What follows belongs to an exercise in optimizing a design on an open flow for small area, a short achievable clock period and few clock cycles per item; a production flow would make more cautious choices. In this exercise RTL edits were held to simulation tests only and were not proved equivalent to the original.

## 04-03
## tilt_orientation_qualifier_core
module tilt_orientation_qualifier_core
(
    input  logic                   clk,
    input  logic                   rst_n,
    input  logic                   s_tvalid,
    output logic                   s_tready,
    input  logic [IN_TDATA_W-1:0]  s_tdata,    
    input  logic                   s_tuser,    
    output logic                   m_tvalid,
    input  logic                   m_tready,
    output logic [OUT_TDATA_W-1:0] m_tdata,    
    output logic                   m_tuser,    
    input  logic                   psel,
    input  logic                   penable,
    input  logic                   pwrite,
    input  logic [3:0]             paddr,
    input  logic [31:0]            pwdata,
    output logic [31:0]            prdata,
    output logic                   pready
);
    localparam int QD = 4;    
    tlt_pkg::tlt_cfg_t cfg_reg;
    logic [15:0]       rd_reg;
    logic                    v0_reg;
    logic [TIME_W-1:0]       now0_reg;
    logic                    ok0_reg;
    logic [SAMPLE_WIDTH-2:0] pu0_reg;
    logic                    ps0_reg;
    logic [SAMPLE_WIDTH-2:0] qu0_reg;
    logic                    qs0_reg;
    logic                    sx0_reg;
    logic                    sy0_reg;
    logic                    ybig0_reg;
    logic                    zero0_reg;
    logic                    v1_reg;
    logic                    ok1_reg;
    logic [MT_NG-1:0]        grp_g1_reg;
    logic [MT_NG-1:0]        grp_p1_reg;
    logic                    top_x1_reg;
    tlt_pkg::tlt_class_t     cls0_1_reg;
    tlt_pkg::tlt_class_t     cls1_1_reg;
    logic [QD-1:0]           qv_reg;
    logic [3*QD-1:0]         qd_reg;    
    logic [QD:0]             qv_up;
    logic [3*QD+2:0]         qd_up;
    logic [QD-1:0]           qv_sh;
    logic [3*QD-1:0]         qd_sh;
    logic [QD-1:0]           q_put;
    logic [2:0]              cnt_reg;
    logic                    rdy_reg;
    logic                    accept;
    logic                    pop;
    logic                    cfg_wr;
    logic [SAMPLE_WIDTH-2:0] pu;
    logic                    ps;
    logic [SAMPLE_WIDTH-2:0] qu;
  ...
clock: 10.5 ns
lec_check: 0
cap_margin: 20
core_margin: 2
core_utilization: 40
slew_margin: 20
synth_hierarchical: 1
run.sh (not shown) runs the stock make flow with config.mk's settings and CLKGATE_MAP_FILE= SYNTH_SCRIPT=/design/flow/synth_recipe.tcl, a recipe that flattens the netlist after the stock synthesis.
Testbench counts of 04-03, summed over its fixed seeds: cycles 16,024, items 16,000.
The following lists how 01-10 was set up differently from 04-03:
==> flow/flow/run.sh (new file) <==
#!/bin/bash
# Standard layout, with plain buf_1 port buffers and timing repair aimed 7 ns
# below the clock period.
set -euo pipefail
bash standard.sh SETUP_SLACK_MARGIN=7 'BUFFER_PORTS_ARGS=-buffer_cell sky130_fd_sc_hd__buf_1' finish > standard_flow.log 2>&1
==> flow/standard.sh (new file) <==
#!/bin/bash
# synth_recipe.tcl (not shown) runs the flow's synth.tcl, then flattens the netlist and writes it again
# the make line also repeats each setting of config.mk as NAME=value (left out here)
make -C /OpenROAD-flow-scripts/flow DESIGN_CONFIG=/design/flow/config.mk WORK_HOME=/design/flow/orfs CLKGATE_MAP_FILE= SYNTH_SCRIPT=/design/flow/synth_recipe.tcl "${@:-finish}"
removed: flow/run.sh
==> comparison <==
04-03 ended with every stage complete and zero timing, DRC or antenna violations.
01-10 finished every stage and its layout cleared the timing, design-rule and antenna checks.
In 01-10 the growth of design area from synthesis to finish turned out 12 points higher than in 04-03.
Looking at number of cells on the worst reg-to-reg path across 04-03 and 01-10, the one that comes out lower is 04-03.

---

the previous run:
Another version of the RTL of tilt_orientation_qualifier_core (not shown whole).
For scale: ~1900 cells after synthesis, about 280 flip-flops, about 150 I/O pins, ~19000 um^2 of cells after synthesis.
==> flow/config.mk <==
export PLATFORM = sky130hd
export DESIGN_NAME = tilt_orientation_qualifier_core
export DESIGN_NICKNAME = tilt_orientation_qualifier_core
export VERILOG_FILES = /design/flow/design.v
export SDC_FILE = /design/flow/constraint.sdc
export NUM_CORES = 4
export LEC_CHECK = 0
export CAP_MARGIN = 20
export CORE_MARGIN = 2
export CORE_UTILIZATION = 40
export SETUP_SLACK_MARGIN = 5
export SLEW_MARGIN = 20
==> flow/constraint.sdc <==
create_clock -name core_clock -period 10.5 [get_ports {clk}]
set_input_delay 2.1000 -clock core_clock [delete_from_list [all_inputs] [get_ports {clk}]]
set_output_delay 2.1000 -clock core_clock [all_outputs]
set_load 0.01 [all_outputs]
Stock flow here: none of the scripts above is used.
Testbench counts of the previous run, summed over its fixed seeds: cycles 16,024, items 16,000.
The following lists how the current run was set up differently from the previous run:
Settings: removing SETUP_SLACK_MARGIN (formerly 5).
Notes after the runs:
Delta (the current run minus the previous run): cell count comparable, number of flip-flops and latches comparable, instance area at placement comparable.

---

## north
Another version of the RTL of tilt_orientation_qualifier_core (not shown whole).
Size: ~240 flip-flops, about 18000 um2 of cells after synthesis.
// tilt_orientation_qualifier_core
module tilt_orientation_qualifier_core
(
    input  logic                   clk,
    input  logic                   rst_n,
    input  logic                   s_tvalid,
    output logic                   s_tready,
    input  logic [IN_TDATA_W-1:0]  s_tdata,    
    input  logic                   s_tuser,    
    output logic                   m_tvalid,
    input  logic                   m_tready,
    output logic [OUT_TDATA_W-1:0] m_tdata,    
    output logic                   m_tuser,    
    input  logic                   psel,
    input  logic                   penable,
    input  logic                   pwrite,
    input  logic [3:0]             paddr,
    input  logic [31:0]            pwdata,
    output logic [31:0]            prdata,
    output logic                   pready
);
Settings: LEC_CHECK=0, CAP_MARGIN=20, CORE_MARGIN=2, CORE_UTILIZATION=65, CTS_CLUSTER_DIAMETER=80, CTS_CLUSTER_SIZE=20, SLEW_MARGIN=20, SYNTH_HIERARCHICAL=1, TNS_END_PERCENT=0; clock period 10.5 ns.
standard.sh (not shown) runs the stock make flow with config.mk's settings and CLKGATE_MAP_FILE= SYNTH_SCRIPT=/design/flow/synth_recipe.tcl, a recipe that flattens the netlist after the stock synthesis.
==> flow/flow/run.sh <==
#!/bin/bash
# Standard layout, with plain buf_1 port buffers and timing repair aimed 6.4 ns
# below the clock period.
set -euo pipefail
bash standard.sh SETUP_SLACK_MARGIN=6.4 'BUFFER_PORTS_ARGS=-buffer_cell sky130_fd_sc_hd__buf_1' finish > standard_flow.log 2>&1
Testbench counts of north, summed over its fixed seeds: cycles 16,024, items 16,000.
Changes in south relative to north:
# north
export LEC_CHECK = 0
export CAP_MARGIN = 20
export CORE_MARGIN = 2
export CORE_UTILIZATION = 65
export CTS_CLUSTER_DIAMETER = 80
export CTS_CLUSTER_SIZE = 20
export SLEW_MARGIN = 20
export SYNTH_HIERARCHICAL = 1
export TNS_END_PERCENT = 0
create_clock -name core_clock -period 10.5 [get_ports {clk}]
# south
export LEC_CHECK = 0
export CAP_MARGIN = 20
export CORE_MARGIN = 2
export CORE_UTILIZATION = 65
export CTS_CLUSTER_DIAMETER = 80
export CTS_CLUSTER_SIZE = 20
export SLEW_MARGIN = 20
export SYNTH_HIERARCHICAL = 1
create_clock -name core_clock -period 10.5 [get_ports {clk}]
==> flow/flow/run.sh <==
#!/bin/bash
# Standard layout, with plain buf_1 port buffers and timing repair aimed 6.6 ns
# below the clock period.
set -euo pipefail
bash standard.sh SETUP_SLACK_MARGIN=6.6 'BUFFER_PORTS_ARGS=-buffer_cell sky130_fd_sc_hd__buf_1' finish > standard_flow.log 2>&1
## What came out
- Number of nets in the final layout | south above north
- Comparing north and south, the higher layout overhead on the synthesized area is on south.
- | worst clock skew on the final layout | north vs south | ≈ equal |
- Final period demand of the worst path in south vs north: down 20 ps
- Measured against each other, north and south differ in highest achievable clock rate, the lower figure coming from north.

---

tilt_orientation_qualifier_core again, from the RTL that the note above started with.
==> flow/config.mk <==
export PLATFORM = sky130hd
export DESIGN_NAME = tilt_orientation_qualifier_core
export DESIGN_NICKNAME = tilt_orientation_qualifier_core
export VERILOG_FILES = /design/flow/design.v
export SDC_FILE = /design/flow/constraint.sdc
export NUM_CORES = 4
export LEC_CHECK = 0
export CAP_MARGIN = 20
export CORE_MARGIN = 2
export CORE_UTILIZATION = 40
export CTS_CLUSTER_DIAMETER = 100
export CTS_CLUSTER_SIZE = 30
export SLEW_MARGIN = 20
export SYNTH_HIERARCHICAL = 1
==> flow/constraint.sdc <==
create_clock -name core_clock -period 10.5 [get_ports {clk}]
set_input_delay 2.1000 -clock core_clock [delete_from_list [all_inputs] [get_ports {clk}]]
set_output_delay 2.1000 -clock core_clock [all_outputs]
set_load 0.01 [all_outputs]
==> flow/flow/run.sh <==
#!/bin/bash
# Standard layout, with plain buf_1 port buffers and timing repair aimed 6.4 ns
# below the clock period.
set -euo pipefail
bash standard.sh SETUP_SLACK_MARGIN=6.4 'BUFFER_PORTS_ARGS=-buffer_cell sky130_fd_sc_hd__buf_1' finish > standard_flow.log 2>&1
Testbench counts at the start, summed over its fixed seeds: cycles 16,024, items 16,000.
Then changed:
- CORE_UTILIZATION: 40 -> 65
- CTS_CLUSTER_DIAMETER: 100 -> unset
- CTS_CLUSTER_SIZE: 30 -> unset
Die area fell by 38%. Design area stays flat. Cell count goes down by 9.8%. Wire length goes down by 3.5%. Fmax came out higher by 1.5%. Count of clock-buffer cells in the layout goes up by 27. Worst setup slack gains 0.062 ns. Via count goes up by 1.4%.
Then changed:
- CORE_UTILIZATION: 65 -> 40
- CTS_CLUSTER_DIAMETER: unset -> 80
- CTS_CLUSTER_SIZE: unset -> 20
Outcome: Hold slack gets better by 0.0044 ns. Final cell count climbs by 11%. Via count drops by about 1.4%. Fmax drops by 0.76%. Die area climbs by about 60%. Setup slack gets worse by 0.031 ns. Core utilization drops by 28 points. Routed wire length climbs by 2.0%.
Then changed:
- CAP_MARGIN: 20 -> 10
- CTS_CLUSTER_DIAMETER: 80 -> unset
- CTS_CLUSTER_SIZE: 20 -> unset
- SLEW_MARGIN: 20 -> 10
=> The changed run completed with no timing, DRC or antenna violations. Worst setup slack loses 0.074 ns. Fmax goes down by 1.8%. Clock skew goes up by 0.0068 ns.
Then changed:
==> flow/flow/run.sh (replaced) <==
#!/bin/bash
# Standard layout, with plain buf_1 port buffers and timing repair aimed 6 ns
# below the clock period.
set -euo pipefail
bash standard.sh SETUP_SLACK_MARGIN=6 'BUFFER_PORTS_ARGS=-buffer_cell sky130_fd_sc_hd__buf_1' finish > standard_flow.log 2>&1
- CAP_MARGIN: 10 -> 20
- SLEW_MARGIN: 10 -> 20
What happened:
- The new run finished with timing, DRC and antenna clean
- sequential share of layout area increases by 0.32 points
- synthesized cell count does not change
- wire length decreases by a few percent
Then changed:
==> flow/flow/run.sh (replaced) <==
#!/bin/bash
# Standard layout, with plain buf_1 port buffers and timing repair aimed 6.5 ns
# below the clock period.
set -euo pipefail
bash standard.sh SETUP_SLACK_MARGIN=6.5 'BUFFER_PORTS_ARGS=-buffer_cell sky130_fd_sc_hd__buf_1' finish > standard_flow.log 2>&1
- CORE_UTILIZATION: 40 -> 65
- CTS_CLUSTER_DIAMETER: unset -> 80
- CTS_CLUSTER_SIZE: unset -> 20
Outcome: Final area rose by 0.90%. Routed wire length barely changes.

re-timing with driven ports:
How much do the figures lean on ideal ports? The routed layouts below were timed once more, with nothing changed but the port constraints. Step 1: set_driving_cell puts a clkbuf_16 on clk and a buf_2 on each other input, an assumption about the parent block. Step 2 adds t to the input delays and takes it off the output delays; t is the mean of the earliest and latest rising clock arrival at the registers after step 1. Input paths then give back, and output paths get back, about the clock's delay inside the block. Three values: ideal ports, drivers, drivers and shift; two values: the first two.
run | t (ns) | setup slack, ns | worst setup path at the end | slew at the worst register clock pin (ns)
04-03 | 0.609 | 5.474 / 5.495 / 4.885 | input to register | 0.06 / 0.06
01-10 | 0.618 | 6.552 / 6.547 / 5.929 | input to register | 0.06 / 0.06
the previous run | 0.613 | 5.307 / 5.335 / 4.722 | input to register | 0.07 / 0.07
the current run | 0.613 | 5.307 / 5.335 / 4.722 | input to register | 0.07 / 0.07
north | 0.557 | 6.386 / 6.386 / 5.859 | input to register | 0.09 / 0.09
south | 0.560 | 6.406 / 6.357 / 5.885 | input to register | 0.09 / 0.09
the first run of note 4 | 0.556 | 6.393 / 6.338 / 5.927 | input to register | 0.12 / 0.12
the second run of note 4 | 0.601 | 6.455 / 6.418 / 5.973 | input to register | 0.06 / 0.06
the third run of note 4 | 0.556 | 6.424 / 6.420 / 5.931 | input to register | 0.09 / 0.09
the fourth run of note 4 | 0.611 | 6.351 / 6.298 / 5.889 | input to register | 0.07 / 0.07
the fifth run of note 4 | 0.618 | 6.167 / 6.154 / 5.583 | input to register | 0.06 / 0.06
the sixth run of note 4 | 0.544 | 6.419 / 6.419 / 5.875 | input to register | 0.09 / 0.09
After both steps setup and hold are still met in every run listed. For 01-10, which loses most, drivers alone change the setup slack by -0.005 ns; drivers and shift together by -0.623 ns.
